This design comes from an exercise in tuning for small area, a short achievable clock period and few clock cycles per item on the open sky130 flow, not from production work.
RTL that was checked went through simulation tests only; none was proved equivalent to the original.
No functional check of the RTL was part of runs 1 and 3 to 5.
Power is estimated from default activity; no workload was simulated.

==> flow/design.v <==
`default_nettype none
package unary_data_pkg;
    typedef logic signed [8-1:0] ifm_t;     
    typedef logic        [8-2:0] mag_t;     
    typedef logic signed [24-1:0] psum_t;
    typedef logic        [8-2:0] win_cnt_t;  
    localparam int unsigned WIN_LEN = 2 ** (8 - 1);
endpackage
`default_nettype wire
`default_nettype none
module unary_col
(
    input  wire logic [6:0] y,
    input  wire logic       sa_e,
    input  wire logic       n,
    input  wire logic [6:0] w,
    input  wire logic [6:0] bias_lo,
    output logic [6:0]      lo,
    output logic            c
);
    logic [6:0] r;
    logic [6:0] h;
    logic [6:0] bx;
    logic [5:0][5:0] pp;
    always_comb begin
        for (int k = 0; k < 7; k++) r[k] = w[6-k];
    end
    assign bx = bias_lo ^ {7{n}};
    logic [6:0] gen0, prop0;
    logic [6:0] gen1, prop1, gen2, prop2, gen3;
    logic [7:0] gt;
    assign gen0  = y & ~r;
    assign prop0 = y | ~r;
    for (genvar k = 0; k < 7; k++) begin : g_ks
        assign gen1[k]  = (k >= 1) ? gen0[k]  | (prop0[k] & gen0[k >= 1 ? k-1 : 0])  : gen0[k] | (prop0[k] & sa_e);
        assign prop1[k] = (k >= 1) ? prop0[k] & prop0[k >= 1 ? k-1 : 0] : 1'b0;
        assign gen2[k]  = (k >= 2) ? gen1[k]  | (prop1[k] & gen1[k >= 2 ? k-2 : 0])  : gen1[k] | (prop1[k] & sa_e);
        assign prop2[k] = (k >= 2) ? prop1[k] & prop1[k >= 2 ? k-2 : 0] : 1'b0;
        assign gen3[k]  = (k >= 4) ? gen2[k]  | (prop2[k] & gen2[k >= 4 ? k-4 : 0])  : gen2[k] | (prop2[k] & sa_e);
    end
    assign gt = {gen3, sa_e};
    for (genvar k = 0; k < 7; k++) begin : g_hit
        assign h[k] = r[k] & (y[k] | gt[k]);
    end
    for (genvar k = 0; k < 6; k++) begin : g_pp
        for (genvar j = 0; j < 6 - k; j++) begin : g_col
            assign pp[k][j] = r[k] & y[j+k+1];
        end
        for (genvar j = 6 - k; j < 6; j++) begin : g_pad
            assign pp[k][j] = 1'b0;
        end
    end
    wire fs0, fc0;
    assign fs0 = pp[0][0] ^ pp[1][0] ^ pp[2][0];
    assign fc0 = (pp[0][0] & pp[1][0]) | (pp[2][0] & (pp[0][0] ^ pp[1][0]));
    wire fs1, fc1;
    assign fs1 = pp[3][0] ^ pp[4][0] ^ pp[5][0];
    assign fc1 = (pp[3][0] & pp[4][0]) | (pp[5][0] & (pp[3][0] ^ pp[4][0]));
    wire fs2, fc2;
    assign fs2 = fs0 ^ fs1 ^ h[0];
    assign fc2 = (fs0 & fs1) | (h[0] & (fs0 ^ fs1));
    wire fs3, fc3;
    assign fs3 = h[1] ^ h[2] ^ h[3];
    assign fc3 = (h[1] & h[2]) | (h[3] & (h[1] ^ h[2]));
    wire fs4, fc4;
    assign fs4 = h[4] ^ h[5] ^ h[6];
    assign fc4 = (h[4] & h[5]) | (h[6] & (h[4] ^ h[5]));
    wire hs0, hc0;
    assign hs0 = fs2 ^ fs3;
    assign hc0 = fs2 & fs3;
    wire fs5, fc5;
    assign fs5 = bx[1] ^ pp[0][1] ^ pp[1][1];
    assign fc5 = (bx[1] & pp[0][1]) | (pp[1][1] & (bx[1] ^ pp[0][1]));
    wire fs6, fc6;
    assign fs6 = pp[2][1] ^ pp[3][1] ^ pp[4][1];
    assign fc6 = (pp[2][1] & pp[3][1]) | (pp[4][1] & (pp[2][1] ^ pp[3][1]));
    wire fs7, fc7;
    assign fs7 = fc0 ^ fc1 ^ fs5;
    assign fc7 = (fc0 & fc1) | (fs5 & (fc0 ^ fc1));
    wire fs8, fc8;
    assign fs8 = fs6 ^ fs7 ^ fc2;
    assign fc8 = (fs6 & fs7) | (fc2 & (fs6 ^ fs7));
    wire fs9, fc9;
    assign fs9 = fc3 ^ fc4 ^ hc0;
    assign fc9 = (fc3 & fc4) | (hc0 & (fc3 ^ fc4));
    wire fs10, fc10;
    assign fs10 = bx[2] ^ pp[0][2] ^ pp[1][2];
    assign fc10 = (bx[2] & pp[0][2]) | (pp[1][2] & (bx[2] ^ pp[0][2]));
    wire fs11, fc11;
    assign fs11 = pp[2][2] ^ pp[3][2] ^ fc5;
    assign fc11 = (pp[2][2] & pp[3][2]) | (fc5 & (pp[2][2] ^ pp[3][2]));
    wire fs12, fc12;
    assign fs12 = fc6 ^ fs10 ^ fc7;
    assign fc12 = (fc6 & fs10) | (fc7 & (fc6 ^ fs10));
    wire fs13, fc13;
    assign fs13 = fs11 ^ fs12 ^ fc8;
    assign fc13 = (fs11 & fs12) | (fc8 & (fs11 ^ fs12));
    wire fs14, fc14;
    assign fs14 = bx[3] ^ pp[0][3] ^ pp[1][3];
    assign fc14 = (bx[3] & pp[0][3]) | (pp[1][3] & (bx[3] ^ pp[0][3]));
    wire fs15, fc15;
    assign fs15 = pp[2][3] ^ fc10 ^ fs14;
    assign fc15 = (pp[2][3] & fc10) | (fs14 & (pp[2][3] ^ fc10));
    wire fs16, fc16;
    assign fs16 = fc11 ^ fs15 ^ fc12;
    assign fc16 = (fc11 & fs15) | (fc12 & (fc11 ^ fs15));
    wire fs17, fc17;
    assign fs17 = bx[4] ^ pp[0][4] ^ pp[1][4];
    assign fc17 = (bx[4] & pp[0][4]) | (pp[1][4] & (bx[4] ^ pp[0][4]));
    wire fs18, fc18;
    assign fs18 = fc14 ^ fs17 ^ fc15;
    assign fc18 = (fc14 & fs17) | (fc15 & (fc14 ^ fs17));
    wire fs19, fc19;
    assign fs19 = bx[5] ^ pp[0][5] ^ fc17;
    assign fc19 = (bx[5] & pp[0][5]) | (fc17 & (bx[5] ^ pp[0][5]));
    logic [7:0] ra, rb, pg, pk;
    logic [7:0] cg1, cp1, cg2, cp2, cg3;
    logic [8:0] cy;
    assign ra = {1'b0, bx[6], fs19, fs18, fs16, fc9, fs8, fs4};
    assign rb = {1'b0, fc19, fc18, fc16, fc13, fs13, fs9, hs0};
    assign pg = ra & rb;
    assign pk = ra ^ rb;
    for (genvar j = 0; j < 8; j++) begin : g_cpa
        assign cg1[j] = (j >= 1) ? pg[j]  | (pk[j]  & pg[j >= 1 ? j-1 : 0])  : pg[j] | (pk[j] & bx[0]);
        assign cp1[j] = (j >= 1) ? pk[j]  & pk[j >= 1 ? j-1 : 0] : 1'b0;
        assign cg2[j] = (j >= 2) ? cg1[j] | (cp1[j] & cg1[j >= 2 ? j-2 : 0]) : cg1[j] | (cp1[j] & bx[0]);
        assign cp2[j] = (j >= 2) ? cp1[j] & cp1[j >= 2 ? j-2 : 0] : 1'b0;
        assign cg3[j] = (j >= 4) ? cg2[j] | (cp2[j] & cg2[j >= 4 ? j-4 : 0]) : cg2[j] | (cp2[j] & bx[0]);
    end
    assign cy = {cg3, bx[0]};
    assign lo = (pk[6:0] ^ {7{n}}) ^ cy[6:0];
    assign c  = cy[7];
endmodule
`default_nettype wire
`default_nettype none
module psum_hi
#(
    parameter int W = 24 - 7
)
(
    input  wire logic [W-1:0] b,
    input  wire logic [W-1:0] q,
    input  wire logic         n,
    input  wire logic         cy,
    input  wire logic         go,
    output logic [W-1:0]      d
);
    logic [W:0] qg;
    always_comb begin
        qg[0] = go;
        for (int i = 0; i < W; i++) qg[i+1] = qg[i] & (b[i] ^ n);
    end
    assign d = (go ? b : q) ^ ({W{cy}} & qg[W-1:0]);
endmodule
`default_nettype wire
`default_nettype none
module unary_row_top
(
    input  wire logic                    clk,
    input  wire logic                    rst_n_i,
    input  wire logic                    start_i,
    input  wire unary_data_pkg::ifm_t                    ifm_i,
    input  wire logic                    wght_load_i,
    input  wire logic                    wght_sign_i,
    input  wire unary_data_pkg::mag_t                    wght_abs_i,
    input  wire logic                    wght_clr_i,
    input  wire unary_data_pkg::psum_t [4-1:0] bias_i,
    output logic                         busy_o,
    output unary_data_pkg::psum_t [4-1:0]      result_o,
    output logic                         result_valid_o
);
    localparam int HI = 24 - 7;   
    logic                                     valid_q;
    logic                                     go;
    logic [4-1:0]                   wght_sign_q;
    unary_data_pkg::mag_t [4-1:0]   wght_abs_q;
    logic                                     ifm_sign;
    logic                                     sa_e;
    logic                                     ifm_min;
    logic [6:0]                               y;
    unary_data_pkg::psum_t [4-1:0]  res;
    assign go = start_i && !valid_q;   
    always_ff @(posedge clk or negedge rst_n_i) begin
        if (!rst_n_i) valid_q <= 1'b0;
        else          valid_q <= go;
    end
    assign busy_o         = valid_q;
    assign result_valid_o = valid_q;
    always_ff @(posedge clk or negedge rst_n_i) begin
        if (!rst_n_i) begin
            wght_sign_q <= '0;
            wght_abs_q  <= '0;
        end else if (wght_clr_i) begin
            wght_sign_q <= '0;
            wght_abs_q  <= '0;
        end else if (wght_load_i) begin
            wght_sign_q <= {wght_sign_q[4-2:0], wght_sign_i};
            wght_abs_q  <= {wght_abs_q[4-2:0], wght_abs_i};
        end
    end
    assign ifm_sign = ifm_i[8-1];
    assign sa_e     = ifm_sign;
    assign ifm_min  = ifm_sign & ~(|ifm_i[8-2:0]);
    assign y        = ifm_i[8-2:0] ^ {7{sa_e}};
    for (genvar c = 0; c < 4; c++) begin : g_col
        logic          n, cy, m;
        logic [6:0]    lo;
        assign n = ifm_sign ^ wght_sign_q[c];
        unary_col i_col (
            .y(y), .sa_e(sa_e), .n(n), .w(wght_abs_q[c] & {7{~ifm_min}}),
            .bias_lo(bias_i[c][6:0]), .lo(lo), .c(cy)
        );
        psum_hi i_hi (
            .b(bias_i[c][24-1:7]), .q(result_o[c][24-1:7]),
            .n(n), .cy(cy), .go(go), .d(res[c][24-1:7])
        );
        assign res[c][6:0] = go ? lo : result_o[c][6:0];
    end
    always_ff @(posedge clk or negedge rst_n_i) begin
        if (!rst_n_i)  result_o <= '0;
        else           result_o <= res;   
    end
endmodule
`default_nettype wire
==> flow/flow/run.sh <==
#!/bin/bash
# The standard layout (standard.sh: the standard flow's synthesis and ORFS flow), except
# that the port buffers are the smallest buffer, sky130_fd_sc_hd__buf_1,
# rather than the cell buffer_ports picks by default, and clock tree synthesis
# uses larger sink clusters and no dummy loads. Repair may still resize the
# port buffers. The full output goes to standard.log.
set -o pipefail
export BUFFER_PORTS_ARGS="-buffer_cell sky130_fd_sc_hd__buf_1"
export CTS_ARGS="-sink_clustering_enable -repair_clock_nets -dont_use_dummy_load -buf_list {sky130_fd_sc_hd__clkbuf_4 sky130_fd_sc_hd__clkbuf_8} -sink_clustering_size 25 -sink_clustering_max_diameter 100"
bash standard.sh > standard.log 2>&1
==> flow/standard.sh <==
#!/bin/bash
# synth_recipe.tcl (not shown) runs the flow's synth.tcl, then flattens the netlist and writes it again
# the make line also repeats each setting of config.mk as NAME=value (left out here)
make -C /OpenROAD-flow-scripts/flow DESIGN_CONFIG=/design/flow/config.mk WORK_HOME=/design/flow/orfs CLKGATE_MAP_FILE= SYNTH_SCRIPT=/design/flow/synth_recipe.tcl "${@:-finish}"
==> flow/config.mk <==
export PLATFORM = sky130hd
export DESIGN_NAME = unary_row_top
export DESIGN_NICKNAME = unary_row_top
export VERILOG_FILES = /design/flow/design.v
export SDC_FILE = /design/flow/constraint.sdc
export NUM_CORES = 4
export LEC_CHECK = 0
export CAP_MARGIN = 20
export CORE_MARGIN = 2
export CORE_UTILIZATION = 40
export CTS_BUF_LIST = sky130_fd_sc_hd__clkbuf_4 sky130_fd_sc_hd__clkbuf_8
export SLEW_MARGIN = 20
==> flow/constraint.sdc <==
create_clock -name core_clock -period 5.0 [get_ports {clk}]
set_input_delay 1.0000 -clock core_clock [delete_from_list [all_inputs] [get_ports {clk}]]
set_output_delay 1.0000 -clock core_clock [all_outputs]
set_load 0.01 [all_outputs]
==> run_summary.xml, run 1 <==
<?xml version="1.0" encoding="UTF-8"?>
<metrics>
  <group name="clocking">
    <metric name="clk_latency" unit="ps">480</metric>
    <metric name="cts_sinks" unit="">129</metric>
    <metric name="ctsRootBufferMaster" unit="">clkbuf_8</metric>
    <metric name="clock_transition_at_the_registers_of_the_reported_paths" unit="ps">80</metric>
    <metric name="htreeDepth" unit="">4</metric>
    <metric name="cts-buffers-inserted" unit="">17</metric>
    <metric name="cts-root-to-sink-buffers" unit="">2</metric>
    <metric name="cts-hold-fix-buffers" unit="">0</metric>
    <metric name="cts_tree" unit="">yes</metric>
  </group>
  <group name="detailed_routing">
    <metric name="aggregate_routed_wire_length" unit="um">37300</metric>
    <metric name="post_drt_wl_per_cell" unit="um">17.6</metric>
    <metric name="route.detailed.vias_per_inst" unit="">5.35</metric>
    <metric name="drt_drc_violations_left" unit="">0</metric>
    <metric name="drt_pre_antenna_iters" unit="">5</metric>
    <metric name="drt_first_iter_violations" unit="">779</metric>
    <metric name="dr_total_vias" unit="">11400</metric>
    <metric name="drt_antenna_net_count" unit="">0</metric>
  </group>
  <group name="synthesis">
    <metric name="synth_top_flop_cell" unit="">dfrtp_1</metric>
    <metric name="post_synth_instance_area" unit="um2">12400</metric>
    <metric name="synthCells" unit="">1392</metric>
    <metric name="syn_area_per_cell" unit="um2">8.89</metric>
    <metric name="synth-async-reset-ratio" unit="">1.00</metric>
    <metric name="yosysTopAreaCellShare" unit="">0.261</metric>
    <metric name="number_of_enable_flip_flop_cells_after_synthesis" unit="">0</metric>
    <metric name="synth_area_leaders" unit="">dfrtp_1 26%, fa_1 13%, xnor2_1 7.2%, mux2i_1 7.0%, xor2_1 5.1%</metric>
    <metric name="synth.ff_latch_count" unit="">129</metric>
    <metric name="ys.warnings.count" unit="">3</metric>
    <metric name="synth_cell_types" unit="">83</metric>
    <metric name="synth_fp_nets" unit="">1622</metric>
    <metric name="synth.yosys.seq_area_share" unit="">0.261</metric>
    <metric name="synth_largest_area_cell" unit="">dfrtp_1</metric>
  </group>
  <group name="final_layout">
    <metric name="fill_cells" unit="">2908</metric>
    <metric name="final_net_count" unit="">1956</metric>
    <metric name="layout-drive-gt1-share" unit="">0.215</metric>
    <metric name="final_core_utilization" unit="">0.524</metric>
    <metric name="final_area" unit="um2">16000</metric>
    <metric name="flow.area_growth_from_synthesis" unit="%">29.1</metric>
  </group>
  <group name="sta">
    <metric name="worstMarginPinSlew" unit="ps">863</metric>
    <metric name="skew" unit="ps">32.4</metric>
    <metric name="post-route-period-util" unit="">1.04</metric>
    <metric name="slew-limit-headroom" unit="">0.424</metric>
    <metric name="fin_hold_ws" unit="ps">475</metric>
    <metric name="hold_viol_final" unit="">0</metric>
    <metric name="timing.final.setup_violations" unit="">72</metric>
    <metric name="worst_slack" unit="ps">-208</metric>
    <metric name="fin_crit" unit="ps">5210</metric>
    <metric name="fmaxAchievable" unit="MHz">192</metric>
    <metric name="rsz0062_at_grt" unit="">true</metric>
    <metric name="final_max_slew_viol_count" unit="">0</metric>
  </group>
  <group name="floorplanning">
    <metric name="cell_rows" unit="">64</metric>
    <metric name="initial_utilization" unit="">0.406</metric>
    <metric name="die_area" unit="um2">32400</metric>
    <metric name="die_h" unit="um">180</metric>
    <metric name="ioPinCount" unit="">215</metric>
    <metric name="die_width" unit="um">180</metric>
    <metric name="core_area" unit="um2">30500</metric>
  </group>
  <group name="placed_design">
    <metric name="number_of_port_buffers" unit="">214</metric>
    <metric name="placed_cell_area" unit="um2">14900</metric>
    <metric name="finalWeightedCongestion" unit="">0.919</metric>
    <metric name="placed_wire_length_estimate" unit="um">28000</metric>
  </group>
  <group name="setup_path">
    <metric name="critical_path.max_fanout" unit="">8</metric>
    <metric name="ff2ff_setup_slack" unit="ps">530</metric>
    <metric name="end_kind" unit="">flop</metric>
    <metric name="crit_path_start_kind" unit="">input pin</metric>
    <metric name="timing_worst_setup_path_type" unit="">input pin to flop</metric>
    <metric name="worst_ep_required_time" unit="ps">5360</metric>
    <metric name="reg2reg_from" unit="">wght_abs_q[13]$_DFFE_PN0P_</metric>
    <metric name="critical_path_arrival" unit="ps">5570</metric>
    <metric name="worstSetupStartpoint" unit="">ifm_i[5]</metric>
  </group>
  <group name="power">
    <metric name="cellLeakagePower" unit="nW">6.99</metric>
    <metric name="vdd.ir_drop.worst" unit="V">0.000201</metric>
    <metric name="power.density" unit="nW/um2">236</metric>
    <metric name="overall_power" unit="mW">3.77</metric>
  </group>
  <group name="global_route">
    <metric name="grt_pass1_vias" unit="">11400</metric>
    <metric name="number_of_antenna_violations_at_the_first_check_in_global_routing" unit="">4</metric>
    <metric name="globalRoute.totalOverflow" unit="">0</metric>
    <metric name="gr-usage-all-layers" unit="">0.230</metric>
    <metric name="first_pass_grt_wire_length" unit="um">60000</metric>
    <metric name="grt_start_max_net_pins" unit="">82</metric>
  </group>
  <group name="run_status">
    <metric name="status" unit="">complete, but fails checks</metric>
    <metric name="so.violations" unit="">negative setup slack</metric>
  </group>
  <group name="hold_path">
    <metric name="worst_hold_startpoint" unit="">result_o[0]$_DFFE_PN0P_</metric>
    <metric name="min_path_type" unit="">flop to flop</metric>
  </group>
  <group name="job">
    <metric name="max-cap-violations" unit="">0</metric>
  </group>
</metrics>
cells in the mapped netlist (all sizes together) (12+ instances only):
| cell type | count |
|---|---|
| buf | 34 |
| a21oi | 41 |
| o21ai | 82 |
| o211ai | 15 |
| nand2 | 153 |
| nor2b | 12 |
| nand4 | 18 |
| nand3 | 53 |
| mux2i | 86 |
| clkbuf | 59 |
| dfrtp | 129 |
| xnor2 | 103 |
| inv | 99 |
| fa | 80 |
| a21o | 17 |
| xor2 | 73 |
| ha | 33 |
| nor2 | 81 |
| nor3 | 24 |
| and3 | 42 |
| or3 | 14 |
worst max-delay path, stage by stage:
cell,delay (ps)
buf_6,90
or4_4,570
or3_4,430
and2_4,210
nand2_2,80
fa_1,430
fa_1,450
inv_1,90
ha_2,170
inv_2,40
fa_1,510
inv_2,50
ha_4,210
a21o_1,160
a21o_1,180
o21a_1,230
buf_6,140
o211ai_4,200
buf_6,160
a21oi_2,40
xnor2_1,120
registers in the layout, summed over array words and instances (netlist names):
register	flops
result_o	96
wght_abs_q	28
wght_sign_q	4
valid_q	1
metal layers:
layer	wire length [um]	global-route usage	vias to the layer above
met2	18100	0.384	331
met4	1460	0.101	0
met1	15900	0.295	5525
li1	-	-	5425
met5	0	0	-
met3	1880	0.0385	82
worst paths after layout:
kind / to / cells after the start
max: result_o[44]$_DFF_PN0_ / 21
min: result_o[0]$_DFFE_PN0P_ / 2
max reg2reg: result_o[44]$_DFF_PN0_ / 21
min reg2reg: result_o[0]$_DFFE_PN0P_ / 2
max in group asynchronous: wght_sign_q[2]$_DFFE_PN0P_ / 2
min in group asynchronous: result_o[73]$_DFFE_PN0P_ / 1
where the power goes:
part	internal (mW)	switching (mW)
Combinational	0.794	0.960
Sequential	1.21	0.106
Clock	0.299	0.405
cell families (layout without fill, tap and decap cells):
logic type / after synthesis / after routing / share of synthesized area
AND/OR/NAND/NOR: 440 / 440 / 0.172
AO/OA/AOI/OAI: 244 / 245 / 0.132
buffers and inverters: 192 / 523 / 0.0629
XOR/XNOR: 180 / 180 / 0.133
flip-flops: 129 / 129 / 0.261
adder cells (fa/ha/maj): 119 / 119 / 0.168
multiplexers: 88 / 88 / 0.0714
other: 0 / 4 / 0
area by class of cell:
class	count	area (um2)	share of cell area
Multi-Input combinational cell	1072	9200	0.576
Sequential cell	129	3230	0.202
Timing Repair Buffer	407	2440	0.153
Tap cell	396	495	0.0310
Inverter	99	372	0.0233
Clock buffer	17	234	0.0146
Antenna cell	4	10.0	0.000627
through the flow:
step | setup TNS, ps | setup slack, ps | cells
6_report | -6630 | -208 | 2124
5_1_grt | -16840 | -325 | 2124
4_1_cts | -2800 | -155 | 2108
3_5_place_dp | -54800 | -818 | 2077
3_3_place_gp | -54080 | -800 | 2077
2_1_floorplan | -48850 | -706 | 1392
what timing repair did:
| item | in CTS | in global routing |
|---|---|---|
| pin swaps | 31 | 43 |
| resized for setup | 63 | 88 |
| gates cloned | 2 | 0 |
| setup endpoints to repair | 74 | 83 |
| setup buffers | 12 | 13 |
| hold endpoints to repair | 0 | 0 |
cell usage in the layout, fill, tap and decap left out, types with 18 or more instances in the layout:
cell type | synthesis | routed
nand3_1 | 53 | 40
buf_6 | 2 | 22
and3_1 | 42 | 41
ha_1 | 33 | 21
mux2i_1 | 86 | 86
fa_1 | 80 | 75
a21oi_1 | 40 | 26
buf_1 | 5 | 210
dfrtp_1 | 129 | 129
xor2_1 | 72 | 69
xnor2_1 | 102 | 90
buf_4 | 3 | 165
inv_1 | 99 | 91
o21ai_1 | 23 | 38
nor2_1 | 81 | 74
nand4_1 | 18 | 18
nand2_1 | 153 | 138
nor3_1 | 22 | 22
o21ai_0 | 58 | 34
==> run 2, diff against run 1 <==
--- a/flow/design.v
+++ b/flow/design.v
@@ -176,7 +176,6 @@
     unary_data_pkg::mag_t [4-1:0]   wght_abs_q;
     logic                                     ifm_sign;
     logic                                     sa_e;
-    logic                                     ifm_min;
     logic [6:0]                               y;
     unary_data_pkg::psum_t [4-1:0]  res;
     assign go = start_i && !valid_q;   
@@ -200,14 +199,13 @@
     end
     assign ifm_sign = ifm_i[8-1];
     assign sa_e     = ifm_sign;
-    assign ifm_min  = ifm_sign & ~(|ifm_i[8-2:0]);
     assign y        = ifm_i[8-2:0] ^ {7{sa_e}};
     for (genvar c = 0; c < 4; c++) begin : g_col
         logic          n, cy, m;
         logic [6:0]    lo;
         assign n = ifm_sign ^ wght_sign_q[c];
         unary_col i_col (
-            .y(y), .sa_e(sa_e), .n(n), .w(wght_abs_q[c] & {7{~ifm_min}}),
+            .y(y), .sa_e(sa_e), .n(n), .w(wght_abs_q[c]),
             .bias_lo(bias_i[c][6:0]), .lo(lo), .c(cy)
         );
         psum_hi i_hi (
--- a/flow/flow/run.sh
+++ b/flow/flow/run.sh
@@ -6,5 +6,5 @@
 # port buffers. The full output goes to standard.log.
 set -o pipefail
 export BUFFER_PORTS_ARGS="-buffer_cell sky130_fd_sc_hd__buf_1"
-export CTS_ARGS="-sink_clustering_enable -repair_clock_nets -dont_use_dummy_load -buf_list {sky130_fd_sc_hd__clkbuf_4 sky130_fd_sc_hd__clkbuf_8} -sink_clustering_size 25 -sink_clustering_max_diameter 100"
+export CTS_ARGS="-sink_clustering_enable -repair_clock_nets -dont_use_dummy_load -buf_list {sky130_fd_sc_hd__clkbuf_8} -sink_clustering_size 40 -sink_clustering_max_diameter 150"
 bash standard.sh > standard.log 2>&1
==> run 2 against run 1 <==
- now clean on timing, DRC and antenna
- critical path depth is 4 lower
- non-clock buffer count is 59 lower
- die area is 5.3% lower
- routed wire length is 17% lower
- total power is 5.8% lower
- sequential power hardly changed
- first-iteration DRC count is 24% lower
- synthesized cell count is 9.3% lower
==> run_summary.xml, run 2 <==
<?xml version="1.0" encoding="UTF-8"?>
<metrics>
  <group name="run_status">
    <metric name="status" unit="">complete, no violations</metric>
  </group>
  <group name="clocking">
    <metric name="clock_transition_at_the_registers_of_the_reported_paths" unit="ps">60</metric>
    <metric name="cts_tree" unit="">yes</metric>
    <metric name="cts_sinks" unit="">129</metric>
    <metric name="cts-root-to-sink-buffers" unit="">2</metric>
    <metric name="cts-buffers-inserted" unit="">17</metric>
    <metric name="clk_latency" unit="ps">450</metric>
    <metric name="htreeDepth" unit="">4</metric>
    <metric name="ctsRootBufferMaster" unit="">clkbuf_8</metric>
    <metric name="cts-hold-fix-buffers" unit="">0</metric>
  </group>
  <group name="placed_design">
    <metric name="finalWeightedCongestion" unit="">0.895</metric>
    <metric name="placed_cell_area" unit="um2">14000</metric>
    <metric name="number_of_port_buffers" unit="">214</metric>
    <metric name="detailedPlace.worstSlack" unit="ps">-541</metric>
    <metric name="placed_wire_length_estimate" unit="um">23900</metric>
  </group>
  <group name="hold_path">
    <metric name="min_path_type" unit="">flop to flop</metric>
  </group>
  <group name="floorplanning">
    <metric name="die_area" unit="um2">30700</metric>
    <metric name="die_h" unit="um">175</metric>
    <metric name="initial_utilization" unit="">0.407</metric>
    <metric name="core_area" unit="um2">28800</metric>
    <metric name="cell_rows" unit="">62</metric>
    <metric name="die_width" unit="um">175</metric>
    <metric name="ioPinCount" unit="">215</metric>
  </group>
  <group name="global_route">
    <metric name="grt_pass1_vias" unit="">9926</metric>
    <metric name="number_of_antenna_violations_at_the_first_check_in_global_routing" unit="">1</metric>
    <metric name="grt_start_max_net_pins" unit="">55</metric>
    <metric name="gr-usage-all-layers" unit="">0.207</metric>
    <metric name="globalRoute.totalOverflow" unit="">0</metric>
    <metric name="first_pass_grt_wire_length" unit="um">50800</metric>
  </group>
  <group name="synthesis">
    <metric name="synth_largest_area_cell" unit="">dfrtp_1</metric>
    <metric name="synth.ff_latch_count" unit="">129</metric>
    <metric name="synth_area_leaders" unit="">dfrtp_1 28%, fa_1 14%, mux2i_1 8.5%, xnor2_1 7.9%, xor2_1 5.3%</metric>
    <metric name="synth.yosys.seq_area_share" unit="">0.276</metric>
    <metric name="synth_cell_types" unit="">70</metric>
    <metric name="dominant_cell_by_count_in_the_synthesized_netlist" unit="">nand2_1</metric>
    <metric name="synth_top_flop_cell" unit="">dfrtp_1</metric>
    <metric name="synthCells" unit="">1262</metric>
    <metric name="yosysTopAreaCellShare" unit="">0.276</metric>
    <metric name="post_synth_instance_area" unit="um2">11700</metric>
    <metric name="synth_fp_nets" unit="">1492</metric>
    <metric name="ys.warnings.count" unit="">3</metric>
    <metric name="syn_area_per_cell" unit="um2">9.28</metric>
    <metric name="synth-async-reset-ratio" unit="">1.00</metric>
    <metric name="number_of_enable_flip_flop_cells_after_synthesis" unit="">0</metric>
    <metric name="synth.cells.most_frequent" unit="">152 x nand2_1, 129 x dfrtp_1, 105 x xnor2_1, 99 x mux2i_1, 94 x inv_1</metric>
  </group>
  <group name="detailed_routing">
    <metric name="wl_met2" unit="um">14900</metric>
    <metric name="drt_drc_violations_left" unit="">0</metric>
    <metric name="routedLengthMet1" unit="um">13900</metric>
    <metric name="aggregate_routed_wire_length" unit="um">30900</metric>
    <metric name="top_layer" unit="">met4</metric>
    <metric name="drt_first_iter_violations" unit="">592</metric>
    <metric name="route.detailed.vias_per_inst" unit="">5.06</metric>
    <metric name="dr_total_vias" unit="">9841</metric>
    <metric name="post_drt_wl_per_cell" unit="um">15.9</metric>
    <metric name="drt_pre_antenna_iters" unit="">5</metric>
    <metric name="drt_antenna_net_count" unit="">0</metric>
    <metric name="met3_wirelength" unit="um">1570</metric>
  </group>
  <group name="final_layout">
    <metric name="final_net_count" unit="">1793</metric>
    <metric name="flow.area_growth_from_synthesis" unit="%">23.9</metric>
    <metric name="top_regs" unit="">result_o (96), wght_abs_q (28), wght_sign_q (4)</metric>
    <metric name="final_area" unit="um2">14500</metric>
    <metric name="layout-drive-gt1-share" unit="">0.161</metric>
    <metric name="final_core_utilization" unit="">0.504</metric>
    <metric name="layout.cells.most_common" unit="">buf_1</metric>
    <metric name="final_cell_mix" unit="">209 x buf_1, 148 x nand2_1, 129 x buf_4, 129 x dfrtp_1, 103 x xnor2_1</metric>
    <metric name="largest-register" unit="">result_o</metric>
    <metric name="largest_register_ff_count" unit="">96</metric>
  </group>
  <group name="setup_path">
    <metric name="worst_ep_required_time" unit="ps">5350</metric>
    <metric name="crit_path_start_kind" unit="">input pin</metric>
    <metric name="worstPathCellList" unit="">buf_12 &gt; buf_8 &gt; xor2_4 &gt; nand2_1 &gt; fa_1 &gt; inv_1 &gt; fa_2 &gt; fa_2 &gt; fa_2 &gt; ha_4 &gt; a21o_1 &gt; a221oi_1 &gt; a21bo_2 &gt; nor3b_4 &gt; a21boi_4 &gt; nand2_1 &gt; xor2_1</metric>
    <metric name="timing.rr.end" unit="">result_o[68]$_DFF_PN0_</metric>
    <metric name="cp_common_cell" unit="">fa_2</metric>
    <metric name="critical_path_arrival" unit="ps">5200</metric>
    <metric name="worstSetupStartpoint" unit="">ifm_i[7]</metric>
    <metric name="end_kind" unit="">flop</metric>
    <metric name="crit_path_end" unit="">result_o[87]$_DFF_PN0_</metric>
    <metric name="timing_worst_setup_path_type" unit="">input pin to flop</metric>
    <metric name="reg2reg_from" unit="">wght_abs_q[19]$_DFFE_PN0P_</metric>
    <metric name="worst_r2r_path_depth" unit="">19</metric>
    <metric name="critical_path.max_fanout" unit="">15</metric>
    <metric name="crit_path_max_cell_delay" unit="ps">600</metric>
    <metric name="ff2ff_setup_slack" unit="ps">430</metric>
    <metric name="cpLargestDelayFamily" unit="">adder cells</metric>
    <metric name="worst_path_cell_with_the_longest_stage_delay" unit="">fa_2</metric>
    <metric name="critical_path_depth" unit="">17</metric>
    <metric name="crit_buf_inv" unit="">3</metric>
  </group>
  <group name="sta">
    <metric name="fin_crit" unit="ps">4850</metric>
    <metric name="skew" unit="ps">25.4</metric>
    <metric name="final_max_slew_viol_count" unit="">0</metric>
    <metric name="hold_viol_final" unit="">0</metric>
    <metric name="rsz0062_at_grt" unit="">true</metric>
    <metric name="worst_slack" unit="ps">152</metric>
    <metric name="fin_hold_ws" unit="ps">476</metric>
    <metric name="worstMarginPinSlew" unit="ps">1010</metric>
    <metric name="fmaxAchievable" unit="MHz">206</metric>
    <metric name="post-route-period-util" unit="">0.970</metric>
    <metric name="slew-limit-headroom" unit="">0.329</metric>
    <metric name="timing.final.setup_violations" unit="">0</metric>
  </group>
  <group name="job">
    <metric name="max-cap-violations" unit="">0</metric>
  </group>
  <group name="power">
    <metric name="overall_power" unit="mW">3.55</metric>
    <metric name="cellLeakagePower" unit="nW">6.49</metric>
    <metric name="vdd.ir_drop.worst" unit="V">0.000151</metric>
    <metric name="power.density" unit="nW/um2">245</metric>
  </group>
</metrics>
## run 2: cell types whose count changed after synthesis, sizes merged, moves of 10 or more
cell,previous run,this run
nand3,53,22
and2,6,37
and3,42,16
nor2,81,66
o21ai,82,65
mux2i,86,100
clkbuf,59,49
buf,34,18
o211ai,15,4
## run 2: logic make-up after synthesis
kind of cell,after synthesis,synth area share
AOI/OAI and AO/OA,169,0.0907
muxes,101,0.0875
and+or+nand+nor,393,0.164
adders and majority gates,125,0.182
xor gates and xnor gates,184,0.145
buffers and inverters,161,0.0544
DFF,129,0.276
## run 2: report_power, final
| part | switching (mW) | internal, mW | leakage [nW] |
|---|---|---|---|
| Sequential | 0.107 | 1.21 | 1.59 |
| Clock | 0.388 | 0.300 | 0.122 |
| Combinational | 0.843 | 0.703 | 4.77 |
## run 2: metal layers
metal | vias to the layer above | GRT usage
li1 | 4779 | -
met1 | 4775 | 0.273
met2 | 250 | 0.352
met3 | 37 | 0.0374
met4 | 0 | 0.0542
met5 | - | 0
## run 2: timing repair
| action | CTS | global route |
|---|---|---|
| buffers inserted | 1 | 3 |
| pin swaps | 4 | 21 |
| resized for setup | 9 | 34 |
| endpoints found under the hold margin | 0 | 0 |
| gates cloned | 1 | 0 |
| endpoints found under the setup margin | 16 | 59 |
## run 2: area by class of cell
cell class	count	area [um2]
Antenna cell	1	2.50
Timing Repair Buffer	348	1870
Multi-Input combinational cell	973	8330
Fill cell	2777	14300
Clock buffer	17	234
Inverter	94	363
Tap cell	384	480
Sequential cell	129	3230
## run 2: worst min-delay path by stage
stage               depth (start not counted)  slack, ps                        from                          to
finish                                      2        480    result_o[76]$_DFFE_PN0N_    result_o[76]$_DFFE_PN0N_
CTS                                         2        480    result_o[76]$_DFFE_PN0N_    result_o[76]$_DFFE_PN0N_
global placement                            2        460     result_o[0]$_DFFE_PN0N_     result_o[0]$_DFFE_PN0N_
detailed placement                          2        460    result_o[76]$_DFFE_PN0N_    result_o[76]$_DFFE_PN0N_
global route                                2        490    result_o[76]$_DFFE_PN0N_    result_o[76]$_DFFE_PN0N_
floorplan                                   2        490  wght_abs_q[21]$_DFFE_PN0P_  wght_abs_q[21]$_DFFE_PN0P_
## run 2: per-stage QoR
stage	TNS (ps)	cells
2_1_floorplan	-16250	1262
3_3_place_gp	-30630	1923
3_5_place_dp	-33120	1923
4_1_cts	0	1942
5_1_grt	-173	1946
6_report	0	1946
## run 2: worst reg2reg max path, delay by kind of cell, from the launching register on
kind / cells / cell delay (ps)
compound gates: 7 / 1040
xor+xnor: 1 / 150
fa+ha+maj: 5 / 1920
buf+inv: 2 / 200
flops: 1 / 570
simple gates: 4 / 630
Testbench counts of run 2, summed over its fixed seeds: cycles 2,304, items 1,024.
==> run 3, diff against run 2 <==
--- a/flow/design.v
+++ b/flow/design.v
@@ -145,12 +145,19 @@
     input  wire logic         go,
     output logic [W-1:0]      d
 );
-    logic [W:0] qg;
+    logic [W:0] ones, zeros;   
+    logic       up, down;
     always_comb begin
-        qg[0] = go;
-        for (int i = 0; i < W; i++) qg[i+1] = qg[i] & (b[i] ^ n);
-    end
-    assign d = (go ? b : q) ^ ({W{cy}} & qg[W-1:0]);
+        ones[0]  = 1'b1;
+        zeros[0] = 1'b1;
+        for (int i = 0; i < W; i++) begin
+            ones[i+1]  = ones[i] & b[i];
+            zeros[i+1] = zeros[i] & ~b[i];
+        end
+    end
+    assign up   = go & cy & ~n;
+    assign down = go & cy & n;
+    assign d = (go ? b : q) ^ (({W{up}} & ones[W-1:0]) | ({W{down}} & zeros[W-1:0]));
 endmodule
 `default_nettype wire
 `default_nettype none
--- a/flow/flow/run.sh
+++ b/flow/flow/run.sh
@@ -6,5 +6,5 @@
 # port buffers. The full output goes to standard.log.
 set -o pipefail
 export BUFFER_PORTS_ARGS="-buffer_cell sky130_fd_sc_hd__buf_1"
-export CTS_ARGS="-sink_clustering_enable -repair_clock_nets -dont_use_dummy_load -buf_list {sky130_fd_sc_hd__clkbuf_8} -sink_clustering_size 40 -sink_clustering_max_diameter 150"
+export CTS_ARGS="-sink_clustering_enable -repair_clock_nets -dont_use_dummy_load -buf_list {sky130_fd_sc_hd__clkbuf_4 sky130_fd_sc_hd__clkbuf_8} -sink_clustering_size 25 -sink_clustering_max_diameter 100"
 bash standard.sh > standard.log 2>&1
==> run 3 against run 2 <==
- the layout now fails its checks (negative setup slack)
- via count up 7.5%
- clock power is 1% higher
- non-clock buffer count grew 15
- routed wire length grew 8.5%
- worst setup slack worse by 230 ps
- critical path depth rose by 6
- critical path type unchanged
- final area is 4.5% higher
- area after synthesis up 3.1%
- utilization up 0.75 points
==> run_summary.xml, run 3 <==
<?xml version="1.0" encoding="UTF-8"?>
<metrics>
  <group name="sta">
    <metric name="rsz0062_at_grt" unit="">true</metric>
    <metric name="final_max_slew_viol_count" unit="">0</metric>
    <metric name="worst_slack" unit="ps">-72.9</metric>
    <metric name="fin_crit" unit="ps">5070</metric>
    <metric name="hold_viol_final" unit="">0</metric>
    <metric name="worstMarginPinSlew" unit="ps">1030</metric>
    <metric name="slew-limit-headroom" unit="">0.311</metric>
    <metric name="post-route-period-util" unit="">1.01</metric>
    <metric name="skew" unit="ps">21.1</metric>
    <metric name="fin_setup_tns" unit="ps">-597</metric>
    <metric name="timing.final.setup_violations" unit="">17</metric>
    <metric name="fmaxAchievable" unit="MHz">197</metric>
  </group>
  <group name="synthesis">
    <metric name="ys.warnings.count" unit="">3</metric>
    <metric name="synth_area_leaders" unit="">dfrtp_1 27%, fa_1 13%, xnor2_1 8.3%, nand2_1 6.5%, o21ai_0 4.6%</metric>
    <metric name="synth_fp_nets" unit="">1628</metric>
    <metric name="syn_area_per_cell" unit="um2">8.63</metric>
    <metric name="dominant_cell_by_count_in_the_synthesized_netlist" unit="">nand2_1</metric>
    <metric name="synthCells" unit="">1398</metric>
    <metric name="post_synth_instance_area" unit="um2">12100</metric>
    <metric name="synth_top_flop_cell" unit="">dfrtp_1</metric>
    <metric name="synth-async-reset-ratio" unit="">1.00</metric>
    <metric name="number_of_enable_flip_flop_cells_after_synthesis" unit="">0</metric>
    <metric name="synth.cells.most_frequent" unit="">209 x nand2_1, 129 x dfrtp_1, 115 x xnor2_1, 112 x o21ai_0, 107 x inv_1</metric>
    <metric name="synth.yosys.seq_area_share" unit="">0.268</metric>
    <metric name="synth_largest_area_cell" unit="">dfrtp_1</metric>
    <metric name="synth.ff_latch_count" unit="">129</metric>
    <metric name="synth_cell_types" unit="">83</metric>
    <metric name="yosysTopAreaCellShare" unit="">0.268</metric>
  </group>
  <group name="hold_path">
    <metric name="destination_of_the_worst_hold_path" unit="">result_o[6]$_DFFE_PN0P_</metric>
    <metric name="worst_hold_startpoint" unit="">result_o[6]$_DFFE_PN0P_</metric>
    <metric name="hold_path_stages" unit="">2</metric>
    <metric name="min_path_type" unit="">flop to flop</metric>
  </group>
  <group name="detailed_routing">
    <metric name="dr_total_vias" unit="">10600</metric>
    <metric name="drt_antenna_net_count" unit="">0</metric>
    <metric name="drt_pre_antenna_iters" unit="">5</metric>
    <metric name="drt_first_iter_violations" unit="">629</metric>
    <metric name="post_drt_wl_per_cell" unit="um">16.0</metric>
    <metric name="drt_drc_violations_left" unit="">0</metric>
    <metric name="aggregate_routed_wire_length" unit="um">33500</metric>
    <metric name="route.detailed.vias_per_inst" unit="">5.06</metric>
  </group>
  <group name="clocking">
    <metric name="cts_sinks" unit="">129</metric>
    <metric name="htreeDepth" unit="">4</metric>
    <metric name="cts-root-to-sink-buffers" unit="">2</metric>
    <metric name="clock_transition_at_the_registers_of_the_reported_paths" unit="ps">70</metric>
    <metric name="cts-buffers-inserted" unit="">17</metric>
    <metric name="clk_latency" unit="ps">460</metric>
    <metric name="cts_tree" unit="">yes</metric>
    <metric name="ctsRootBufferMaster" unit="">clkbuf_8</metric>
  </group>
  <group name="floorplanning">
    <metric name="die_h" unit="um">178</metric>
    <metric name="ioPinCount" unit="">215</metric>
    <metric name="initial_utilization" unit="">0.407</metric>
    <metric name="die_width" unit="um">178</metric>
    <metric name="die_area" unit="um2">31600</metric>
    <metric name="cell_rows" unit="">63</metric>
    <metric name="core_area" unit="um2">29600</metric>
  </group>
  <group name="final_layout">
    <metric name="top_regs" unit="">result_o (96), wght_abs_q (28), wght_sign_q (4)</metric>
    <metric name="insertedDiodeCount" unit="">0</metric>
    <metric name="final_core_utilization" unit="">0.512</metric>
    <metric name="flow.area_growth_from_synthesis" unit="%">25.7</metric>
    <metric name="layout-drive-gt1-share" unit="">0.198</metric>
    <metric name="largest_register_ff_count" unit="">96</metric>
    <metric name="final-instance-count-excl-fill" unit="">2088</metric>
    <metric name="largest-register" unit="">result_o</metric>
    <metric name="layout.cells.most_common" unit="">buf_1</metric>
    <metric name="final_net_count" unit="">1930</metric>
    <metric name="final_cell_mix" unit="">210 x buf_1, 190 x nand2_1, 136 x buf_4</metric>
  </group>
  <group name="setup_path">
    <metric name="worst_r2r_path_depth" unit="">21</metric>
    <metric name="crit_path_start_kind" unit="">input pin</metric>
    <metric name="timing.rr.end" unit="">result_o[67]$_DFF_PN0_</metric>
    <metric name="worst_ep_required_time" unit="ps">5310</metric>
    <metric name="end_kind" unit="">flop</metric>
    <metric name="timing_worst_setup_path_type" unit="">input pin to flop</metric>
    <metric name="ff2ff_setup_slack" unit="ps">350</metric>
    <metric name="reg2reg_from" unit="">wght_abs_q[20]$_DFFE_PN0P_</metric>
    <metric name="critical_path.max_fanout" unit="">9</metric>
    <metric name="critical_path_arrival" unit="ps">5380</metric>
  </group>
  <group name="power">
    <metric name="net-switching-power" unit="mW">1.32</metric>
    <metric name="vdd.ir_drop.worst" unit="V">0.000120</metric>
    <metric name="p_sw_frac" unit="">0.376</metric>
    <metric name="power_frac_seq" unit="">0.371</metric>
    <metric name="cellLeakagePower" unit="nW">6.46</metric>
    <metric name="power.density" unit="nW/um2">232</metric>
    <metric name="clock_power_share" unit="">0.199</metric>
    <metric name="combPwrFrac" unit="">0.431</metric>
    <metric name="power.internal" unit="mW">2.19</metric>
  </group>
  <group name="global_route">
    <metric name="number_of_antenna_violations_at_the_first_check_in_global_routing" unit="">0</metric>
    <metric name="globalRoute.totalOverflow" unit="">0</metric>
    <metric name="grt_pass1_vias" unit="">10500</metric>
    <metric name="gr-usage-all-layers" unit="">0.214</metric>
    <metric name="first_pass_grt_wire_length" unit="um">53600</metric>
    <metric name="grt_start_max_net_pins" unit="">85</metric>
  </group>
  <group name="run_status">
    <metric name="so.violations" unit="">negative setup slack</metric>
    <metric name="status" unit="">complete, but fails checks</metric>
  </group>
  <group name="placed_design">
    <metric name="number_of_port_buffers" unit="">214</metric>
    <metric name="finalWeightedCongestion" unit="">0.888</metric>
    <metric name="placedCellCount" unit="">2059</metric>
    <metric name="placed_wire_length_estimate" unit="um">25500</metric>
  </group>
  <group name="job">
    <metric name="max-cap-violations" unit="">0</metric>
  </group>
</metrics>
==> run 3: cell count changes in the layout (fill, tap and decap cells not counted), sizes merged, moves of 7 or more <==
cell and delta:
o21ai +72, maj3 +7, nand2 +57, mux2i -58
nor2 +26, xor2 -32, inv +14, xnor2 +11
a21oi +8, buf +15
==> run 3: how the worst max path moves through the flow <==
stage	start	end	slack [ps]	cells past startpoint
floorplan	ifm_i[7]	result_o[86]$_DFF_PN0_	-410	23
global placement	ifm_i[7]	result_o[45]$_DFF_PN0_	-580	19
detailed placement	ifm_i[7]	result_o[45]$_DFF_PN0_	-700	19
CTS	ifm_i[7]	result_o[87]$_DFF_PN0_	-20	24
global route	ifm_i[7]	result_o[77]$_DFFE_PN0P_	-180	24
finish	ifm_i[7]	result_o[81]$_DFF_PN0_	-70	23
==> run 3: logic make-up (layout without fill, tap and decap cells) <==
| family | count (synthesis) | count (layout) | share of synthesized area |
|---|---|---|---|
| adders and majority gates | 132 | 132 | 0.183 |
| muxes | 47 | 47 | 0.0395 |
| DFF | 129 | 129 | 0.268 |
| and+or+nand+nor | 481 | 481 | 0.188 |
| xor gates and xnor gates | 163 | 163 | 0.130 |
| AOI/OAI and AO/OA | 255 | 257 | 0.128 |
| buffers and inverters | 191 | 489 | 0.0637 |
==> run 3: power by group through the flow <==
stage	Combinational (mW)	Sequential (mW)	Clock, mW
2_1_floorplan	0.862	1.37	0
3_3_place_gp	1.46	1.32	0
3_5_place_dp	1.49	1.32	0
4_1_cts	1.50	1.30	0.739
5_1_grt	1.69	1.32	0.773
6_report	1.51	1.30	0.698
==> run 3: area by class of cell <==
type	count	area, um2
clock buffers	17	234
fillers	2859	14500
inverters	109	417
multi-input cells	1080	8750
flip-flops and latches	129	3230
well taps	390	488
repair buffers	363	2050
==> run 3: critical path, stage by stage <==
cell and delay (ps):
clkbuf_16 130, inv_8 30, ha_4 270, buf_6 110
nand2b_4 50, maj3_2 280, maj3_2 290, a221o_1 360
o2111ai_1 120, and4_1 250, nand3_2 90, fa_2 410
fa_1 550, inv_2 40, ha_4 270, a21o_1 150
a31oi_4 50, o31ai_4 300, a21oi_4 110, buf_8 170
a21oi_4 110, xnor2_1 120, o21ai_1 90
==> run 3: per-layer routing <==
metal | global-route usage | vias to the layer above | part of all wire
met3 | 0.0328 | 36 | 0.051
met4 | 0.0628 | 0 | 0.017
met1 | 0.291 | 5045 | 0.46
li1 | - | 5220 | -
met2 | 0.352 | 274 | 0.47
met5 | 0 | - | 0
==> run 3: metrics by stage <==
stage          worst slack [ps]  instance area (um2)  total power [mW]  hold WS, ps
2_1_floorplan              -406                12600              2.24          502
3_3_place_gp               -582                14500              2.78          463
3_5_place_dp               -705                14500              2.81          468
4_1_cts                   -21.5                14900              3.54          482
5_1_grt                    -183                15200              3.79          508
6_report                  -72.9                15200              3.51          478
==> run 3: what timing repair did <==
item                                    CTS  global route
pin swaps                                 7            32
cloned                                    1             3
hold endpoints to repair                  0             0
setup buffers                             6             4
hold buffers                              0             0
endpoints found under the setup margin   72            73
resized for setup                        19            52
==> run 4, diff against run 3 <==
--- a/flow/design.v
+++ b/flow/design.v
@@ -15,7 +15,8 @@
     input  wire logic       n,
     input  wire logic [6:0] w,
     input  wire logic [6:0] bias_lo,
-    output logic [6:0]      lo,
+    output logic [6:0]      lo_p,
+    output logic [6:0]      lo_c,
     output logic            c
 );
     logic [6:0] r;
@@ -128,7 +129,8 @@
         assign cg3[j] = (j >= 4) ? cg2[j] | (cp2[j] & cg2[j >= 4 ? j-4 : 0]) : cg2[j] | (cp2[j] & bx[0]);
     end
     assign cy = {cg3, bx[0]};
-    assign lo = (pk[6:0] ^ {7{n}}) ^ cy[6:0];
+    assign lo_p = pk[6:0] ^ {7{n}};
+    assign lo_c = cy[6:0];
     assign c  = cy[7];
 endmodule
 `default_nettype wire
@@ -145,19 +147,12 @@
     input  wire logic         go,
     output logic [W-1:0]      d
 );
-    logic [W:0] ones, zeros;   
-    logic       up, down;
+    logic [W:0] qg;
     always_comb begin
-        ones[0]  = 1'b1;
-        zeros[0] = 1'b1;
-        for (int i = 0; i < W; i++) begin
-            ones[i+1]  = ones[i] & b[i];
-            zeros[i+1] = zeros[i] & ~b[i];
-        end
-    end
-    assign up   = go & cy & ~n;
-    assign down = go & cy & n;
-    assign d = (go ? b : q) ^ (({W{up}} & ones[W-1:0]) | ({W{down}} & zeros[W-1:0]));
+        qg[0] = go;
+        for (int i = 0; i < W; i++) qg[i+1] = qg[i] & (b[i] ^ n);
+    end
+    assign d = (go ? b : q) ^ ({W{cy}} & qg[W-1:0]);
 endmodule
 `default_nettype wire
 `default_nettype none
@@ -209,17 +204,17 @@
     assign y        = ifm_i[8-2:0] ^ {7{sa_e}};
     for (genvar c = 0; c < 4; c++) begin : g_col
         logic          n, cy, m;
-        logic [6:0]    lo;
+        logic [6:0]    lo_p, lo_c;
         assign n = ifm_sign ^ wght_sign_q[c];
         unary_col i_col (
             .y(y), .sa_e(sa_e), .n(n), .w(wght_abs_q[c]),
-            .bias_lo(bias_i[c][6:0]), .lo(lo), .c(cy)
+            .bias_lo(bias_i[c][6:0]), .lo_p(lo_p), .lo_c(lo_c), .c(cy)
         );
         psum_hi i_hi (
             .b(bias_i[c][24-1:7]), .q(result_o[c][24-1:7]),
             .n(n), .cy(cy), .go(go), .d(res[c][24-1:7])
         );
-        assign res[c][6:0] = go ? lo : result_o[c][6:0];
+        assign res[c][6:0] = (go ? lo_p : result_o[c][6:0]) ^ ({7{go}} & lo_c);
     end
     always_ff @(posedge clk or negedge rst_n_i) begin
         if (!rst_n_i)  result_o <= '0;
--- a/flow/config.mk
+++ b/flow/config.mk
@@ -10,3 +10,5 @@
 export CORE_UTILIZATION = 40
 export CTS_BUF_LIST = sky130_fd_sc_hd__clkbuf_4 sky130_fd_sc_hd__clkbuf_8
 export SLEW_MARGIN = 20
+export SYNTH_HIERARCHICAL = 1
+export SYNTH_MINIMUM_KEEP_SIZE = 0
==> run 4 against run 3 <==
- now clean on timing, DRC and antenna
- final area down 1.3%
- clock power down 2%
- total power up 6.7%
- worst setup slack better by 140 ps
- critical endpoint is now result_o[92]$_DFF_PN0_
- largest power group unchanged
- highest routed layer is now met5
==> run_summary.xml, run 4 <==
<?xml version="1.0" encoding="UTF-8"?>
<metrics>
  <group name="final_layout">
    <metric name="final_net_count" unit="">1698</metric>
    <metric name="total_area_of_sequential_cells" unit="um2">3230</metric>
    <metric name="final-instance-count-excl-fill" unit="">1851</metric>
    <metric name="layout.cells.most_common" unit="">buf_1</metric>
    <metric name="final_cell_mix" unit="">210 x buf_1, 129 x dfrtp_1, 121 x buf_4</metric>
    <metric name="largest_register_ff_count" unit="">96</metric>
    <metric name="fill_cells" unit="">2650</metric>
    <metric name="largest-register" unit="">result_o</metric>
    <metric name="multiInputGateArea" unit="um2">8590</metric>
    <metric name="insertedDiodeCount" unit="">0</metric>
    <metric name="top_regs" unit="">result_o (96), wght_abs_q (28), wght_sign_q (4)</metric>
    <metric name="layout-drive-gt1-share" unit="">0.230</metric>
    <metric name="flow.area_growth_from_synthesis" unit="%">27.8</metric>
    <metric name="final_area" unit="um2">15000</metric>
  </group>
  <group name="setup_path">
    <metric name="worstPathCellList" unit="">buf_12 &gt; buf_16 &gt; xor2_4 &gt; buf_12 &gt; buf_16 &gt; nand2_2 &gt; fa_1 &gt; inv_2 &gt; fa_2 &gt; fa_2 &gt; fa_2 &gt; ha_4 &gt; a21o_1 &gt; a21o_1 &gt; a41o_1 &gt; a31o_1 &gt; o211ai_4 &gt; or3_4 &gt; nor3_4 &gt; xnor2_1</metric>
    <metric name="cpLargestDelayFamily" unit="">adder cells</metric>
    <metric name="cp_common_cell" unit="">fa_2</metric>
    <metric name="end_kind" unit="">flop</metric>
    <metric name="worst_ep_required_time" unit="ps">5380</metric>
    <metric name="crit_path_end" unit="">result_o[92]$_DFF_PN0_</metric>
    <metric name="ff2ff_setup_slack" unit="ps">530</metric>
    <metric name="worstSetupStartpoint" unit="">ifm_i[7]</metric>
    <metric name="critical_path.max_fanout" unit="">8</metric>
    <metric name="crit_path_max_cell_delay" unit="ps">600</metric>
    <metric name="critical_path_depth" unit="">20</metric>
    <metric name="crit_buf_inv" unit="">5</metric>
    <metric name="crit_path_start_kind" unit="">input pin</metric>
    <metric name="worst_path_cell_with_the_longest_stage_delay" unit="">fa_2</metric>
    <metric name="critical_path_arrival" unit="ps">5320</metric>
    <metric name="timing_worst_setup_path_type" unit="">input pin to flop</metric>
    <metric name="worst_r2r_path_depth" unit="">17</metric>
    <metric name="timing.rr.end" unit="">result_o[45]$_DFF_PN0_</metric>
    <metric name="reg2reg_from" unit="">wght_sign_q[1]$_DFFE_PN0P_</metric>
  </group>
  <group name="floorplanning">
    <metric name="core_area" unit="um2">28800</metric>
    <metric name="initial_utilization" unit="">0.407</metric>
    <metric name="die_width" unit="um">175</metric>
    <metric name="die_area" unit="um2">30700</metric>
    <metric name="die_h" unit="um">175</metric>
    <metric name="ioPinCount" unit="">215</metric>
    <metric name="cell_rows" unit="">62</metric>
  </group>
  <group name="synthesis">
    <metric name="synth.ff_latch_count" unit="">129</metric>
    <metric name="synthCells" unit="">1137</metric>
    <metric name="synth_top_flop_cell" unit="">dfrtp_1</metric>
    <metric name="synth_simple_gate_area_share" unit="">0.146</metric>
    <metric name="synth-async-reset-ratio" unit="">1.00</metric>
    <metric name="synth_fp_nets" unit="">1366</metric>
    <metric name="dominant_cell_by_count_in_the_synthesized_netlist" unit="">dfrtp_1</metric>
    <metric name="synth_xor_area_frac" unit="">0.148</metric>
    <metric name="number_of_enable_flip_flop_cells_after_synthesis" unit="">0</metric>
    <metric name="yosysTopAreaCellShare" unit="">0.276</metric>
    <metric name="synth_area_leaders" unit="">dfrtp_1 28%, fa_1 14%, xor2_1 9.5%, mux2i_1 8.2%, xnor2_1 4.8%</metric>
    <metric name="synth_top_family_by_area" unit="">adder cells</metric>
    <metric name="ys.warnings.count" unit="">9</metric>
    <metric name="post_synth_mux_area_share" unit="">0.112</metric>
    <metric name="syn_area_per_cell" unit="um2">10.3</metric>
    <metric name="post_synth_instance_area" unit="um2">11700</metric>
    <metric name="synth_compound_area_frac" unit="">0.0859</metric>
    <metric name="synth.cells.most_frequent" unit="">129 x dfrtp_1, 127 x xor2_1, 100 x nor2_1, 96 x mux2i_1, 92 x inv_1</metric>
    <metric name="synth.yosys.seq_area_share" unit="">0.276</metric>
    <metric name="post_synth_fa_ha_maj_area_fraction" unit="">0.178</metric>
    <metric name="synth_cell_types" unit="">48</metric>
    <metric name="synth_largest_area_cell" unit="">dfrtp_1</metric>
  </group>
  <group name="global_route">
    <metric name="gr-usage-all-layers" unit="">0.191</metric>
    <metric name="global_route.usage.met2" unit="">0.311</metric>
    <metric name="grt.busiest_layer" unit="">met2</metric>
    <metric name="first_pass_grt_wire_length" unit="um">46700</metric>
    <metric name="use_met1" unit="">0.250</metric>
    <metric name="globalRoute.totalOverflow" unit="">0</metric>
    <metric name="number_of_antenna_violations_at_the_first_check_in_global_routing" unit="">1</metric>
    <metric name="grt_pass1_vias" unit="">9198</metric>
    <metric name="grt_start_max_net_pins" unit="">65</metric>
    <metric name="met3_usage" unit="">0.0544</metric>
  </group>
  <group name="sta">
    <metric name="post-route-period-util" unit="">0.987</metric>
    <metric name="skew" unit="ps">17.3</metric>
    <metric name="rsz0062_at_grt" unit="">true</metric>
    <metric name="fmaxAchievable" unit="MHz">203</metric>
    <metric name="final_max_slew_viol_count" unit="">0</metric>
    <metric name="worstMarginPinSlew" unit="ps">1090</metric>
    <metric name="fin_hold_ws" unit="ps">505</metric>
    <metric name="hold_viol_final" unit="">0</metric>
    <metric name="fin_crit" unit="ps">4940</metric>
    <metric name="slew-limit-headroom" unit="">0.275</metric>
    <metric name="timing.final.setup_violations" unit="">0</metric>
  </group>
  <group name="placed_design">
    <metric name="placed_wire_length_estimate" unit="um">22200</metric>
    <metric name="placed_cell_area" unit="um2">14200</metric>
    <metric name="finalWeightedCongestion" unit="">0.859</metric>
    <metric name="placedCellCount" unit="">1813</metric>
    <metric name="number_of_port_buffers" unit="">214</metric>
  </group>
  <group name="job">
    <metric name="max-cap-violations" unit="">0</metric>
  </group>
  <group name="clocking">
    <metric name="cts_tree" unit="">yes</metric>
    <metric name="cts-hold-fix-buffers" unit="">0</metric>
    <metric name="htreeDepth" unit="">4</metric>
    <metric name="clk_latency" unit="ps">450</metric>
    <metric name="ctsRootBufferMaster" unit="">clkbuf_8</metric>
    <metric name="clock_transition_at_the_registers_of_the_reported_paths" unit="ps">80</metric>
    <metric name="cts-buffers-inserted" unit="">17</metric>
    <metric name="cts_sinks" unit="">129</metric>
    <metric name="cts-root-to-sink-buffers" unit="">2</metric>
  </group>
  <group name="power">
    <metric name="power.density" unit="nW/um2">250</metric>
    <metric name="vdd.ir_drop.worst" unit="V">0.000137</metric>
    <metric name="overall_power" unit="mW">3.75</metric>
    <metric name="cellLeakagePower" unit="nW">6.72</metric>
  </group>
  <group name="detailed_routing">
    <metric name="post_drt_wl_per_cell" unit="um">15.8</metric>
    <metric name="dr_total_vias" unit="">9184</metric>
    <metric name="drt_antenna_net_count" unit="">0</metric>
    <metric name="drt_pre_antenna_iters" unit="">5</metric>
    <metric name="drt_first_iter_violations" unit="">518</metric>
    <metric name="aggregate_routed_wire_length" unit="um">29200</metric>
    <metric name="route.detailed.vias_per_inst" unit="">4.96</metric>
    <metric name="drt_drc_violations_left" unit="">0</metric>
  </group>
  <group name="hold_path">
    <metric name="min_path_type" unit="">flop to flop</metric>
  </group>
  <group name="run_status">
    <metric name="status" unit="">complete, no violations</metric>
  </group>
</metrics>
run 4: cell count changes in the layout (fill, tap and decap cells not counted), sizes merged, moves of 14 or more:
| cell | change |
|---|---|
| nand2 | -129 |
| o21ai | -113 |
| xor2 | +91 |
| xnor2 | -55 |
| mux2i | +54 |
| a21oi | -31 |
| nand3 | -25 |
| and3b | +23 |
| mux2 | +23 |
| nor3b | +20 |
| nor3 | -17 |
| inv | -16 |
| nand4 | -16 |
| a21o | +14 |
run 4: area by class of cell:
| cell class | count | area share |
|---|---|---|
| clock buffer | 17 | 0.0156 |
| inverter | 92 | 0.0231 |
| multi-input combinational | 876 | 0.574 |
| sequential | 129 | 0.216 |
| tap | 384 | 0.0321 |
| timing repair buffer | 353 | 0.140 |
run 4: worst min path at each step:
stage / start / end / slack [ps] / cells past startpoint
after floorplan: wght_abs_q[21]$_DFFE_PN0P_ / wght_abs_q[21]$_DFFE_PN0P_ / 490 / 2
after global placement: result_o[28]$_DFF_PN0_ / result_o[28]$_DFF_PN0_ / 490 / 1
after detailed placement: result_o[78]$_DFF_PN0_ / result_o[78]$_DFF_PN0_ / 490 / 1
after CTS: result_o[1]$_DFF_PN0_ / result_o[1]$_DFF_PN0_ / 510 / 1
after global routing: result_o[78]$_DFF_PN0_ / result_o[78]$_DFF_PN0_ / 530 / 1
final: result_o[1]$_DFF_PN0_ / result_o[1]$_DFF_PN0_ / 510 / 1
run 4: cell families (layout without fill, tap and decap cells):
group,count (synthesis),in the layout
AND/OR/NAND/NOR,301,301
XOR/XNOR,195,195
AO/OA/AOI/OAI,136,136
buffers and inverters,132,462
flip-flops,129,129
multiplexers,124,124
adder cells (fa/ha/maj),120,120
run 4: report_power, final:
part	switching (mW)	internal [mW]
combinational	0.877	0.837
sequential	0.113	1.23
clock	0.387	0.299
run 4: modules after synthesis, one instance, submodules excluded:
module / flops+latches / cells inside / times used
unary_row_top: 129 / 273 / 1
unary_col: 0 / 130 / 4
psum_hi: 0 / 86 / 4
run 4: routing by layer:
layer / wire length (um) / vias up
met5: 12 / -
met4: 371 / 2
met3: 1800 / 27
met2: 14100 / 190
met1: 12900 / 4532
li1: - / 4433
run 4: timing repair:
item | CTS | global route
cloned | 1 | 2
pin swaps | 10 | 35
buffers inserted | 7 | 11
resized for setup | 16 | 53
endpoints found under the setup margin | 30 | 60
run 4: per-stage QoR:
step	TNS (ps)	setup slack, ps	util
CTS	0	8.02	0.507
detailed placement	-35990	-642	0.492
global route	-524	-96.3	0.520
floorplan	-6820	-182	-
global placement	-30540	-528	0.492
finish	0	63.7	0.520
==> run 5, diff against run 4 <==
--- a/flow/flow/run.sh
+++ b/flow/flow/run.sh
@@ -6,5 +6,9 @@
 # port buffers. The full output goes to standard.log.
 set -o pipefail
 export BUFFER_PORTS_ARGS="-buffer_cell sky130_fd_sc_hd__buf_1"
+# Skip the generic ABC pass inside synth so the extracted adders keep their
+# polarity (fewer inverters between them); the registers come out the same
+# as in the standard synthesis.
+export SYNTH_ARGS=-noabc
 export CTS_ARGS="-sink_clustering_enable -repair_clock_nets -dont_use_dummy_load -buf_list {sky130_fd_sc_hd__clkbuf_4 sky130_fd_sc_hd__clkbuf_8} -sink_clustering_size 25 -sink_clustering_max_diameter 100"
 bash standard.sh > standard.log 2>&1
--- a/flow/config.mk
+++ b/flow/config.mk
@@ -10,5 +10,3 @@
 export CORE_UTILIZATION = 40
 export CTS_BUF_LIST = sky130_fd_sc_hd__clkbuf_4 sky130_fd_sc_hd__clkbuf_8
 export SLEW_MARGIN = 20
-export SYNTH_HIERARCHICAL = 1
-export SYNTH_MINIMUM_KEEP_SIZE = 0
==> run 5 against run 4 <==
- clock-buffer cell count is the same
- critical path depth is 1 higher
- utilization is 1.2 points lower
- clock power hardly changed
- critical path type unchanged
- sequential power decreased by 3%
- sequential cell count is the same
==> run_summary.xml, run 5 <==
<?xml version="1.0" encoding="UTF-8"?>
<metrics>
  <group name="run_status">
    <metric name="status" unit="">complete, no violations</metric>
  </group>
  <group name="floorplanning">
    <metric name="die_area" unit="um2">30300</metric>
    <metric name="ioPinCount" unit="">215</metric>
    <metric name="core_area" unit="um2">28600</metric>
    <metric name="die_h" unit="um">174</metric>
  </group>
  <group name="hold_path">
    <metric name="min_path_type" unit="">flop to flop</metric>
  </group>
  <group name="synthesis">
    <metric name="ys.warnings.count" unit="">3</metric>
    <metric name="synth-async-reset-ratio" unit="">1.00</metric>
    <metric name="synth.cells.most_frequent" unit="">129 x dfrtp_1, 113 x xnor2_1, 93 x mux2i_1, 88 x nor2_1, 80 x fa_1</metric>
    <metric name="dominant_cell_by_count_in_the_synthesized_netlist" unit="">dfrtp_1</metric>
    <metric name="synth_top_flop_cell" unit="">dfrtp_1</metric>
    <metric name="synth.yosys.seq_area_share" unit="">0.279</metric>
    <metric name="synth_area_leaders" unit="">dfrtp_1 28%, fa_1 14%, xnor2_1 8.5%, mux2i_1 8.0%, xor2_1 4.4%</metric>
    <metric name="synth.ff_latch_count" unit="">129</metric>
  </group>
  <group name="placed_design">
    <metric name="detailedPlace.worstSlack" unit="ps">-542</metric>
    <metric name="number_of_port_buffers" unit="">214</metric>
  </group>
  <group name="sta">
    <metric name="fin_crit" unit="ps">4870</metric>
    <metric name="final_max_slew_viol_count" unit="">0</metric>
  </group>
  <group name="final_layout">
    <metric name="layout-drive-gt1-share" unit="">0.170</metric>
    <metric name="largest_register_ff_count" unit="">96</metric>
  </group>
  <group name="clocking">
    <metric name="clk_latency" unit="ps">470</metric>
    <metric name="ctsRootBufferMaster" unit="">clkbuf_8</metric>
    <metric name="cts-buffers-inserted" unit="">17</metric>
  </group>
  <group name="setup_path">
    <metric name="critical_path.max_fanout" unit="">9</metric>
    <metric name="cp_common_cell" unit="">ha_4</metric>
    <metric name="worst_r2r_path_depth" unit="">14</metric>
    <metric name="reg2reg_from" unit="">wght_abs_q[6]$_DFFE_PN0P_</metric>
    <metric name="worst_ep_required_time" unit="ps">5380</metric>
    <metric name="end_kind" unit="">flop</metric>
  </group>
  <group name="power">
    <metric name="overall_power" unit="mW">3.58</metric>
  </group>
  <group name="detailed_routing">
    <metric name="post_drt_wl_per_cell" unit="um">17.0</metric>
    <metric name="drt_antenna_net_count" unit="">0</metric>
    <metric name="drt_pre_antenna_iters" unit="">5</metric>
  </group>
  <group name="global_route">
    <metric name="grt_pass1_vias" unit="">10000</metric>
  </group>
</metrics>
run 5: cell types whose count changed after synthesis, sizes merged, moves of 44 or more:
cell    before  now
and2        24   78
xor2       131   58
xnor2       64  113
inv         92   13
clkbuf       3   47
o21ai       24   69
run 5: cell type report:
type                       instances  area [um2]
fill                            2686       14100
inverter                          14        57.6
multi-input combinational        982        8650
sequential                       129        3230
clock buffer                      17         234
tap                              384         480
timing repair buffer             343        1900
run 5: worst max path at each step:
stage / start / to / cells after the start / slack [ps]
3_5_place_dp: ifm_i[7] / result_o[23]$_DFF_PN0_ / 14 / -540
3_3_place_gp: ifm_i[7] / result_o[14]$_DFF_PN0_ / 17 / -450
2_1_floorplan: ifm_i[7] / result_o[22]$_DFF_PN0_ / 17 / -410
6_report: ifm_i[7] / result_o[56]$_DFF_PN0_ / 21 / 130
4_1_cts: ifm_i[7] / result_o[40]$_DFF_PN0_ / 19 / 50
5_1_grt: ifm_i[7] / result_o[56]$_DFF_PN0_ / 21 / -7
run 5: through the flow:
| stage | TNS, ps | util | hold slack (ps) | std cells |
|---|---|---|---|---|
| 2_1_floorplan | -13990 | - | 486 | 1195 |
| 6_report | 0 | 0.508 | 480 | 1869 |
| 4_1_cts | 0 | 0.501 | 487 | 1863 |
| 5_1_grt | -6.58 | 0.508 | 512 | 1869 |
| 3_5_place_dp | -27070 | 0.492 | 473 | 1846 |
| 3_3_place_gp | -23180 | 0.492 | 464 | 1846 |
run 5: cells by family after synthesis:
logic type	count (synthesis)
simple gates	406
compound gates	179
buf+inv	85
flops	129
xor+xnor	175
mux	94
fa+ha+maj	127
run 5: repair_timing:
item | in CTS | in global routing
pin swaps | 0 | 24
cloned | 0 | 3
endpoints found under the hold margin | 0 | 0
gates resized for setup | 3 | 31
setup buffers | 0 | 3
setup endpoints to repair | 9 | 66
run 5: worst reg2reg max path, cell delays in order, from the launching register on:
cell and delay [ps]:
dfrtp_1 510, nor2b_1 210, maj3_2 310, maj3_1 370, a221oi_2 290, fa_1 450
ha_2 190, fa_1 410, ha_1 230, a21o_1 200, a21o_1 190, a221o_2 430
a22o_4 290, o2111ai_1 130, xor2_1 160
run 5: where the power goes:
part | internal (mW) | total (mW) | switching [mW] | leakage, nW
Sequential | 1.21 | 1.31 | 0.106 | 1.59
Combinational | 0.725 | 1.58 | 0.851 | 4.50
Clock | 0.299 | 0.687 | 0.388 | 0.122
Total | 2.23 | 3.58 | 1.34 | 6.22
run 5: layer usage:
layer  wire [um]  vias to the layer above  share of wire
li1            -                     4719              -
met1       14100                     4760           0.44
met2       15300                      225           0.48
met3        1810                       40          0.057
met4         632                        0          0.020
met5           0                        -              0

Setup slack of run 5, layout unchanged: 0.133 ns with ideal ports, 0.045 ns with driving cells assumed (clock clkbuf_16, inputs buf_2), -0.454 ns with port delays also shifted by the 0.498 ns mid clock arrival.
